This is an optimization exercise on Yosys and OpenROAD, whose aim is small area and few clock cycles, not a production implementation. At most, simulation tests tie the RTL to the original design; equivalence was not proved.

==> run H: inputs <==
## iq_fir_qpsk_slicer
module iq_fir_qpsk_slicer (
  input  logic                                 clk,
  input  logic                                 rst,
  input  logic                                 s_tvalid,
  output logic                                 s_tready,
  input  logic [iqfir_pkg::IN_TDATA_W-1:0]     s_tdata,
  output logic                                 m_tvalid,
  input  logic                                 m_tready,
  output logic [iqfir_pkg::OUT_TDATA_W-1:0]    m_tdata,
  output logic                                 m_tuser,
  input  logic                                 cfg_valid,
  output logic                                 cfg_ready,
  input  logic [iqfir_pkg::CFG_IDX_W-1:0]      cfg_index,
  input  logic [iqfir_pkg::WEIGHT_W-1:0]       cfg_data
);
  iqfir_pkg::taps_t taps;
  iqfir_pkg::taps_t taps_m;
  logic [3:0]       fill;
  logic             accept;
  logic [15:0]      hi0, hi1, hi2, hi3;
  logic [15:0]      hq0, hq1, hq2, hq3;
  logic [30:0]      tag_r;
  logic             fvalid_r;
  logic [25:0]      sum_i_n, sum_q_n;
  logic [25:0]      sum_i_r, sum_q_r;
  logic [15:0]      quot_i, quot_q;
  logic [15:0]      filtered_i, filtered_q;
  logic [15:0]      in_i, in_q;
  logic [19:0]      bd_one, bd_two, bd_neg;
  assign in_i = s_tdata[46:31];
  assign in_q = s_tdata[62:47];
  assign s_tready  = !m_tvalid || m_tready;
  assign accept    = s_tvalid && s_tready;
  assign cfg_ready = 1'b1;
  always_ff @(posedge clk) begin
    if (rst) begin
      taps <= iqfir_pkg::TAP_RESET;
    end else if (cfg_valid && cfg_index < 3'd5) begin
      taps[cfg_index*8 +: 8] <= cfg_data;
    end
  end
  assign taps_m = {taps[39:32] & {8{fill[3]}},
                   taps[31:24] & {8{fill[2]}},
                   taps[23:16] & {8{fill[1]}},
                   taps[15:8]  & {8{fill[0]}},
                   taps[7:0]};
  always_comb begin
    for (int k = 0; k < 5; k++) begin
  ...
export LEC_CHECK = 0
export CAP_MARGIN = 20
export CORE_MARGIN = 2
export CORE_UTILIZATION = 40
export SLEW_MARGIN = 20
create_clock -name core_clock -period 7.5 [get_ports {clk}]
run.sh (not shown) runs the stock make flow with config.mk's settings and CLKGATE_MAP_FILE= SYNTH_SCRIPT=/design/flow/synth_recipe.tcl, a recipe that flattens the netlist after the stock synthesis.
==> inputs of run M, as changes to run H <==
Settings changed: GPL_TIMING_DRIVEN from default to 0.
==> comparison table <==
item                                                                             run M                     run H
Outcome                                                       finished with violations  finished with violations
Reasons for failing layout checks                                         setup timing              setup timing
Maximum number of pins on one net before global-route repair                        83                        94
Post-layout min period                                                         8640 ps                   8530 ps
Postcts setup bufs                                                                 121                        38
Final core utilization                                                           0.481                     0.500
Critical Path AT                                                               7140 ps                   7030 ps
Fraction of the cycle the final worst path needs                                  1.15                      1.14
Cts repair resizes                                                                 786                       275
Number of buffers created by CTS                                                    38                        37
Post-Place Setup Slack                                                        -2370 ps                  -1030 ps
Initial antenna violation count                                                      4                         6
Worst Path Buf+Inv                                                                   6                         5
Final cell count without fillers                                                  7835                      7993
CP max-delay cell                                                                 fa_1                      fa_2
DRC marker count from the first detailed-route iteration                          6630                      4519
Via count of the first global-routing pass                                       44600                     44000
Testbench counts of run H, summed over its fixed seeds: cycles 16,392.
Testbench counts of run M, summed over its fixed seeds: cycles 16,392.

* * *

==> run a <==
Another version of the RTL of iq_fir_qpsk_slicer (not shown whole).
==> flow/config.mk <==
export PLATFORM = sky130hd
export DESIGN_NAME = iq_fir_qpsk_slicer
export DESIGN_NICKNAME = iq_fir_qpsk_slicer
export VERILOG_FILES = /design/flow/design.v
export SDC_FILE = /design/flow/constraint.sdc
export NUM_CORES = 4
export LEC_CHECK = 0
export CAP_MARGIN = 20
export CORE_MARGIN = 2
export CORE_UTILIZATION = 40
export CTS_BUF_LIST = sky130_fd_sc_hd__clkbuf_4 sky130_fd_sc_hd__clkbuf_8
export SLEW_MARGIN = 20
==> flow/constraint.sdc <==
create_clock -name core_clock -period 7.5 [get_ports {clk}]
set_input_delay 1.5000 -clock core_clock [delete_from_list [all_inputs] [get_ports {clk}]]
set_output_delay 1.5000 -clock core_clock [all_outputs]
set_load 0.01 [all_outputs]
standard.sh (not shown) runs the stock make flow with config.mk's settings and CLKGATE_MAP_FILE= SYNTH_SCRIPT=/design/flow/synth_recipe.tcl, a recipe that flattens the netlist after the stock synthesis.
==> flow/flow/run.sh <==
#!/bin/bash
# Layout flow: the standard synthesis, then an inverter cleanup around the full adders
# (flow/polfix.py, checked equivalent with ABC's cec before it is used), then the standard
# layout steps. Each tool writes its full output to its own log file here.
set -euo pipefail
RES=$PWD/orfs/results/$FLOW_PLATFORM/iq_fir_qpsk_slicer/base
LIB=$FLOW_HOME/platforms/$FLOW_PLATFORM/lib/sky130_fd_sc_hd__tt_025C_1v80.lib

bash standard.sh "$RES/1_2_yosys.v" > std_synth.log 2>&1

cp "$RES/1_2_yosys.v" yosys_orig.v
if python3 flow/polfix.py yosys_orig.v yosys_pol.v > polfix.log 2>&1; then
  for n in orig pol; do
    yosys -q -p "read_liberty -ignore_miss_func $LIB; read_verilog yosys_$n.v; hierarchy -top $FLOW_TOP; flatten; proc; opt_clean; techmap; opt -fast; dffunmap; write_blif -gates $n.blif" > yosys_blif_$n.log 2>&1
  done
  yosys-abc -c "cec orig.blif pol.blif" > cec.log 2>&1 || true
  if grep -q "Networks are equivalent" cec.log; then
    cp yosys_pol.v "$RES/1_2_yosys.v"
    echo "using the cleaned netlist" >> polfix.log
  else
    echo "cec did not prove equivalence; keeping the standard netlist" >> polfix.log
  fi
  rm -f orig.blif pol.blif
fi

# smallest buffer on each port (the standard flow picks a larger delay cell)
export BUFFER_PORTS_ARGS="-buffer_cell sky130_fd_sc_hd__buf_1"
bash standard.sh > std_layout.log 2>&1
Other scripts of this flow, unchanged in this note and not shown: flow/flow/polfix.py
==> inputs of run b, as changes to run a <==
Settings changed: CORE_UTILIZATION 40 to 60, CTS_BUF_LIST sky130_fd_sc_hd__clkbuf_4 sky130_fd_sc_hd__clkbuf_8 to default.
==> inputs of run c, as changes to run a <==
--- a/flow/design.v
+++ b/flow/design.v
@@ -2061,18 +2061,15 @@
   input  logic        valid,
   output logic [15:0] quot
 );
   logic        neg;
   logic [5:0]  ra6, rb6;
   logic [6:0]  v;
   logic [5:0]  c6, c6m;
-  logic [15:0] p, pm;
-  logic [5:0]  q0, q1a, q1b;
-  logic [3:0]  q2a, q2b;
-  logic        k0, k1a, k1b, k1;
+  logic [15:0] corr, p, pm;
   logic m1;
   logic m2;
   logic m3;
   logic m4;
   logic m5;
   logic m6;
   logic m7;
@@ -2218,14 +2215,15 @@
   assign c6[0] = (v == 7'd1) | (v == 7'd3) | (v == 7'd5) | (v == 7'd7) | (v == 7'd10) | (v == 7'd12) | (v == 7'd14) | (v == 7'd16) | (v == 7'd19) | (v == 7'd21) | (v == 7'd23) | (v == 7'd25) | (v == 7'd28) | (v == 7'd30) | (v == 7'd32) | (v == 7'd34) | (v == 7'd37) | (v == 7'd39) | (v == 7'd41) | (v == 7'd43) | (v == 7'd46) | (v == 7'd48) | (v == 7'd50) | (v == 7'd52) | (v == 7'd55) | (v == 7'd57) | (v == 7'd59) | (v == 7'd61) | (v == 7'd64) | (v == 7'd66) | (v == 7'd68) | (v == 7'd70) | (v == 7'd73) | (v == 7'd75) | (v == 7'd77) | (v == 7'd79) | (v == 7'd82) | (v == 7'd84) | (v == 7'd86) | (v == 7'd88) | (v == 7'd91) | (v == 7'd93) | (v == 7'd95) | (v == 7'd97) | (v == 7'd100) | (v == 7'd102) | (v == 7'd104) | (v == 7'd106) | (v == 7'd109) | (v == 7'd111) | (v == 7'd113) | (v == 7'd115) | (v == 7'd118) | (v == 7'd120) | (v == 7'd122) | (v == 7'd124);
   assign c6[1] = (v == 7'd1) | (v == 7'd2) | (v == 7'd5) | (v == 7'd6) | (v == 7'd10) | (v == 7'd11) | (v == 7'd14) | (v == 7'd15) | (v == 7'd19) | (v == 7'd20) | (v == 7'd23) | (v == 7'd24) | (v == 7'd28) | (v == 7'd29) | (v == 7'd32) | (v == 7'd33) | (v == 7'd37) | (v == 7'd38) | (v == 7'd41) | (v == 7'd42) | (v == 7'd46) | (v == 7'd47) | (v == 7'd50) | (v == 7'd51) | (v == 7'd55) | (v == 7'd56) | (v == 7'd59) | (v == 7'd60) | (v == 7'd64) | (v == 7'd65) | (v == 7'd68) | (v == 7'd69) | (v == 7'd73) | (v == 7'd74) | (v == 7'd77) | (v == 7'd78) | (v == 7'd82) | (v == 7'd83) | (v == 7'd86) | (v == 7'd87) | (v == 7'd91) | (v == 7'd92) | (v == 7'd95) | (v == 7'd96) | (v == 7'd100) | (v == 7'd101) | (v == 7'd104) | (v == 7'd105) | (v == 7'd109) | (v == 7'd110) | (v == 7'd113) | (v == 7'd114) | (v == 7'd118) | (v == 7'd119) | (v == 7'd122) | (v == 7'd123);
   assign c6[2] = (v == 7'd1) | (v == 7'd2) | (v == 7'd3) | (v == 7'd4) | (v == 7'd10) | (v == 7'd11) | (v == 7'd12) | (v == 7'd13) | (v == 7'd19) | (v == 7'd20) | (v == 7'd21) | (v == 7'd22) | (v == 7'd28) | (v == 7'd29) | (v == 7'd30) | (v == 7'd31) | (v == 7'd37) | (v == 7'd38) | (v == 7'd39) | (v == 7'd40) | (v == 7'd46) | (v == 7'd47) | (v == 7'd48) | (v == 7'd49) | (v == 7'd55) | (v == 7'd56) | (v == 7'd57) | (v == 7'd58) | (v == 7'd64) | (v == 7'd65) | (v == 7'd66) | (v == 7'd67) | (v == 7'd73) | (v == 7'd74) | (v == 7'd75) | (v == 7'd76) | (v == 7'd82) | (v == 7'd83) | (v == 7'd84) | (v == 7'd85) | (v == 7'd91) | (v == 7'd92) | (v == 7'd93) | (v == 7'd94) | (v == 7'd100) | (v == 7'd101) | (v == 7'd102) | (v == 7'd103) | (v == 7'd109) | (v == 7'd110) | (v == 7'd111) | (v == 7'd112) | (v == 7'd118) | (v == 7'd119) | (v == 7'd120) | (v == 7'd121);
   assign c6[3] = (v == 7'd2) | (v == 7'd4) | (v == 7'd6) | (v == 7'd8) | (v == 7'd11) | (v == 7'd13) | (v == 7'd15) | (v == 7'd17) | (v == 7'd20) | (v == 7'd22) | (v == 7'd24) | (v == 7'd26) | (v == 7'd29) | (v == 7'd31) | (v == 7'd33) | (v == 7'd35) | (v == 7'd38) | (v == 7'd40) | (v == 7'd42) | (v == 7'd44) | (v == 7'd47) | (v == 7'd49) | (v == 7'd51) | (v == 7'd53) | (v == 7'd56) | (v == 7'd58) | (v == 7'd60) | (v == 7'd62) | (v == 7'd65) | (v == 7'd67) | (v == 7'd69) | (v == 7'd71) | (v == 7'd74) | (v == 7'd76) | (v == 7'd78) | (v == 7'd80) | (v == 7'd83) | (v == 7'd85) | (v == 7'd87) | (v == 7'd89) | (v == 7'd92) | (v == 7'd94) | (v == 7'd96) | (v == 7'd98) | (v == 7'd101) | (v == 7'd103) | (v == 7'd105) | (v == 7'd107) | (v == 7'd110) | (v == 7'd112) | (v == 7'd114) | (v == 7'd116) | (v == 7'd119) | (v == 7'd121) | (v == 7'd123) | (v == 7'd125);
   assign c6[4] = (v == 7'd3) | (v == 7'd4) | (v == 7'd7) | (v == 7'd8) | (v == 7'd12) | (v == 7'd13) | (v == 7'd16) | (v == 7'd17) | (v == 7'd21) | (v == 7'd22) | (v == 7'd25) | (v == 7'd26) | (v == 7'd30) | (v == 7'd31) | (v == 7'd34) | (v == 7'd35) | (v == 7'd39) | (v == 7'd40) | (v == 7'd43) | (v == 7'd44) | (v == 7'd48) | (v == 7'd49) | (v == 7'd52) | (v == 7'd53) | (v == 7'd57) | (v == 7'd58) | (v == 7'd61) | (v == 7'd62) | (v == 7'd66) | (v == 7'd67) | (v == 7'd70) | (v == 7'd71) | (v == 7'd75) | (v == 7'd76) | (v == 7'd79) | (v == 7'd80) | (v == 7'd84) | (v == 7'd85) | (v == 7'd88) | (v == 7'd89) | (v == 7'd93) | (v == 7'd94) | (v == 7'd97) | (v == 7'd98) | (v == 7'd102) | (v == 7'd103) | (v == 7'd106) | (v == 7'd107) | (v == 7'd111) | (v == 7'd112) | (v == 7'd115) | (v == 7'd116) | (v == 7'd120) | (v == 7'd121) | (v == 7'd124) | (v == 7'd125);
   assign c6[5] = (v == 7'd5) | (v == 7'd6) | (v == 7'd7) | (v == 7'd8) | (v == 7'd14) | (v == 7'd15) | (v == 7'd16) | (v == 7'd17) | (v == 7'd23) | (v == 7'd24) | (v == 7'd25) | (v == 7'd26) | (v == 7'd32) | (v == 7'd33) | (v == 7'd34) | (v == 7'd35) | (v == 7'd41) | (v == 7'd42) | (v == 7'd43) | (v == 7'd44) | (v == 7'd50) | (v == 7'd51) | (v == 7'd52) | (v == 7'd53) | (v == 7'd59) | (v == 7'd60) | (v == 7'd61) | (v == 7'd62) | (v == 7'd68) | (v == 7'd69) | (v == 7'd70) | (v == 7'd71) | (v == 7'd77) | (v == 7'd78) | (v == 7'd79) | (v == 7'd80) | (v == 7'd86) | (v == 7'd87) | (v == 7'd88) | (v == 7'd89) | (v == 7'd95) | (v == 7'd96) | (v == 7'd97) | (v == 7'd98) | (v == 7'd104) | (v == 7'd105) | (v == 7'd106) | (v == 7'd107) | (v == 7'd113) | (v == 7'd114) | (v == 7'd115) | (v == 7'd116) | (v == 7'd122) | (v == 7'd123) | (v == 7'd124) | (v == 7'd125);
   assign c6m  = c6 & {6{valid}};
+  assign corr = {c6m[3:0], c6m, c6m};
   assign q1 = 1'b1 ^ sum[9];
   assign q2 = 1'b1 & sum[9];
   assign q3 = sum[10] ^ sum[4];
   assign q4 = sum[10] & sum[4];
   assign q5 = sum[11] ^ sum[5];
   assign q6 = sum[11] & sum[5];
   assign q7 = sum[12] ^ sum[6] ^ sum[0];
@@ -2290,21 +2288,15 @@
   assign q66 = (q13 & q38) | (q13 & q39) | (q38 & q39);
   assign q67 = q17 ^ q40 ^ q41;
   assign q68 = (q17 & q40) | (q17 & q41) | (q40 & q41);
   assign q69 = q21 ^ q42 ^ q43;
   assign q70 = (q21 & q42) | (q21 & q43) | (q42 & q43);
   assign p = {q68, q66, q64, q62, q60, q58, q56, q54, q52, q50, q48, q46, q45, sum[2], sum[1], sum[0]} + {q69, q67, q65, q63, q61, q59, q57, q55, q53, q51, q49, q47, q23, 1'b0, 1'b0, 1'b0};
   assign pm = p & {16{valid}};
-  assign {k0, q0} = 7'(pm[5:0]) + 7'(c6m);
-  assign {k1a, q1a} = 7'(pm[11:6]) + 7'(c6m);
-  assign {k1b, q1b} = 7'(pm[11:6]) + 7'(c6m) + 7'd1;
-  assign q2a = pm[15:12] + c6m[3:0];
-  assign q2b = pm[15:12] + c6m[3:0] + 4'd1;
-  assign k1 = k0 ? k1b : k1a;
-  assign quot = {k1 ? q2b : q2a, k0 ? q1b : q1a, q0};
+  assign quot = pm + corr;
 endmodule
 module iq_fir_qpsk_slicer (
   input  logic                                 clk,
   input  logic                                 rst,
   input  logic                                 s_tvalid,
   output logic                                 s_tready,
   input  logic [iqfir_pkg::IN_TDATA_W-1:0]     s_tdata,
@@ -2313,15 +2305,16 @@
   output logic [iqfir_pkg::OUT_TDATA_W-1:0]    m_tdata,
   output logic                                 m_tuser,
   input  logic                                 cfg_valid,
   output logic                                 cfg_ready,
   input  logic [iqfir_pkg::CFG_IDX_W-1:0]      cfg_index,
   input  logic [iqfir_pkg::WEIGHT_W-1:0]       cfg_data
 );
-  logic [59:0]      digits;
+  iqfir_pkg::taps_t taps;
+  iqfir_pkg::taps_t taps_m;
   logic [3:0]       fill;
   logic             en;
   logic             accept;
   logic [15:0]      hi0, hi1, hi2, hi3;
   logic [15:0]      hq0, hq1, hq2, hq3;
   logic [15:0]      in_i, in_q;
   logic [19:0]      bd_one, bd_two, bd_neg;
@@ -2338,41 +2331,37 @@
   logic [15:0]      raw_i, raw_q;
   assign in_i = s_tdata[46:31];
   assign in_q = s_tdata[62:47];
   assign en        = !m_tvalid || m_tready;
   assign s_tready  = en;
   assign accept    = s_tvalid && en;
   assign cfg_ready = 1'b1;
-  function automatic logic [11:0] booth(input logic [7:0] w);
-    logic [3:0] one, two, neg;
-    for (int i = 0; i < 4; i++) begin
-      logic b2, b1, b0;
-      b2 = w[2*i + 1];
-      b1 = w[2*i];
-      b0 = (i == 0) ? 1'b0 : w[2*i - 1];
-      one[i] = b1 ^ b0;
-      two[i] = (b2 & !b1 & !b0) | (!b2 & b1 & b0);
-      neg[i] = b2;
-    end
-    booth = {neg, two, one};
-  endfunction
   always_ff @(posedge clk) begin
     if (rst) begin
-      digits <= {booth(8'd1), booth(8'd2), booth(8'd3), booth(8'd2), booth(8'd1)};
+      taps <= iqfir_pkg::TAP_RESET;
     end else if (cfg_valid && cfg_index < 3'd5) begin
-      digits[cfg_index*12 +: 12] <= booth(cfg_data);
+      taps[cfg_index*8 +: 8] <= cfg_data;
     end
   end
+  assign taps_m = {taps[39:32] & {8{fill[3]}},
+                   taps[31:24] & {8{fill[2]}},
+                   taps[23:16] & {8{fill[1]}},
+                   taps[15:8]  & {8{fill[0]}},
+                   taps[7:0]};
   always_comb begin
     for (int k = 0; k < 5; k++) begin
-      logic m;
-      m = (k == 0) ? 1'b1 : fill[k - 1];
-      bd_one[4*k +: 4] = digits[12*k +: 4] & {4{m}};
-      bd_two[4*k +: 4] = digits[12*k + 4 +: 4] & {4{m}};
-      bd_neg[4*k +: 4] = digits[12*k + 8 +: 4];
+      for (int i = 0; i < 4; i++) begin
+        logic b2, b1, b0;
+        b2 = taps_m[8*k + 2*i + 1];
+        b1 = taps_m[8*k + 2*i];
+        b0 = (i == 0) ? 1'b0 : taps_m[8*k + 2*i - 1];
+        bd_one[4*k + i] = b1 ^ b0;
+        bd_two[4*k + i] = (b2 & !b1 & !b0) | (!b2 & b1 & b0);
+        bd_neg[4*k + i] = b2;
+      end
     end
   end
   always_ff @(posedge clk) begin
     if (rst) begin
       fill <= '0;
     end else if (accept) begin
       fill <= {fill[2:0], 1'b1};
Settings changed: CTS_BUF_LIST sky130_fd_sc_hd__clkbuf_4 sky130_fd_sc_hd__clkbuf_8 to default.
==> notes <==
- Run c finished with timing, DRC and antenna clean. Run b finished with timing, DRC and antenna clean. Run a produced a clean layout.
- The highest utilization belongs to run b, the lowest to run a.
- Cell area, lowest first: run b, run a, run c.
- Maximum frequency, lowest first: run c, run b, run a.
- The highest critical path depth belongs to run a, the lowest to run c.
- Register-to-register slack: run b is lower than run a (20 ps).
- Between run b and run c, the lower sequential cell count is in run c (gap 20).
==> figures <==
Buffer share of cell area: run b 7.22%; run a 7.01%; run c 8.46%
Total number of vias: run b 37900; run a 37700; run c 41300
Buffers excl. clock: run b 617; run a 610; run c 723
Global-route usage over all layers: run b 37.1%; run a 25.6%; run c 26.3%
Share of the final layout cell area in multi-input gates: run b 64.3%; run a 63.5%; run c 63.9%
Tapcell Cnt: run b 1060; run a 1625; run c 1650
RD Place Congestion: run b 0.971; run a 0.934; run c 0.940
Y dimension of the die: run b 290 um; run a 354 um; run c 360 um
Min-delay src: run b s1_tag[26]; run a s1_tag[12]; run c s1_tag[3]
Fin crit period: run b 7300 ps; run a 7280 ps; run c 7310 ps
Highest metal layer with signal wires: run b met5; run a met5; run c met4
Outcome: run b no timing/DRC/antenna violations; run a no timing/DRC/antenna violations; run c no timing/DRC/antenna violations
Placed wire-length estimate: run b 125000 um; run a 128000 um; run c 138000 um
Post-Route Utilization: run b 67.5%; run a 45.2%; run c 45.8%
First DRT Iteration DRCs: run b 4435; run a 4543; run c 4894
Testbench counts of run c, summed over its fixed seeds: cycles 16,400.
Function not checked in run a and run b: the RTL went through the layout flow alone.

[afterwards: timing with drivers on the ports]
In the flow no input, the clock included, has a driving cell. The finished layouts below were timed again as built, in two steps. Step 1, drivers: a clkbuf_16 drives clk and a buf_2 each remaining input, both assumed. Step 2 moves the port delays by t, midway between the first and last clock arrival at a register: inputs arrive t later, outputs are due t later. That takes back most of the time a late clock gives input paths. Three values: no drivers, after step 1, after step 2; two values: the first two.
run | t, ns | setup slack, ns | worst setup path at the end
run H | 0.664 | -1.031 / -1.100 / -0.586 | input to register
run M | 0.700 | -1.144 / -1.219 / -0.713 | input to register
run a | 0.847 | 0.221 / 0.221 / 0.013 | input to register
run b | 0.697 | 0.197 / 0.197 / -0.142 | input to register
run c | 0.709 | 0.193 / 0.193 / -0.064 | input to register
With both steps, setup timing fails in run b and run c, where it was met with ideal ports. The setup slack of run b, which loses most, moves by 0.000 ns with the drivers and by -0.339 ns with both steps.
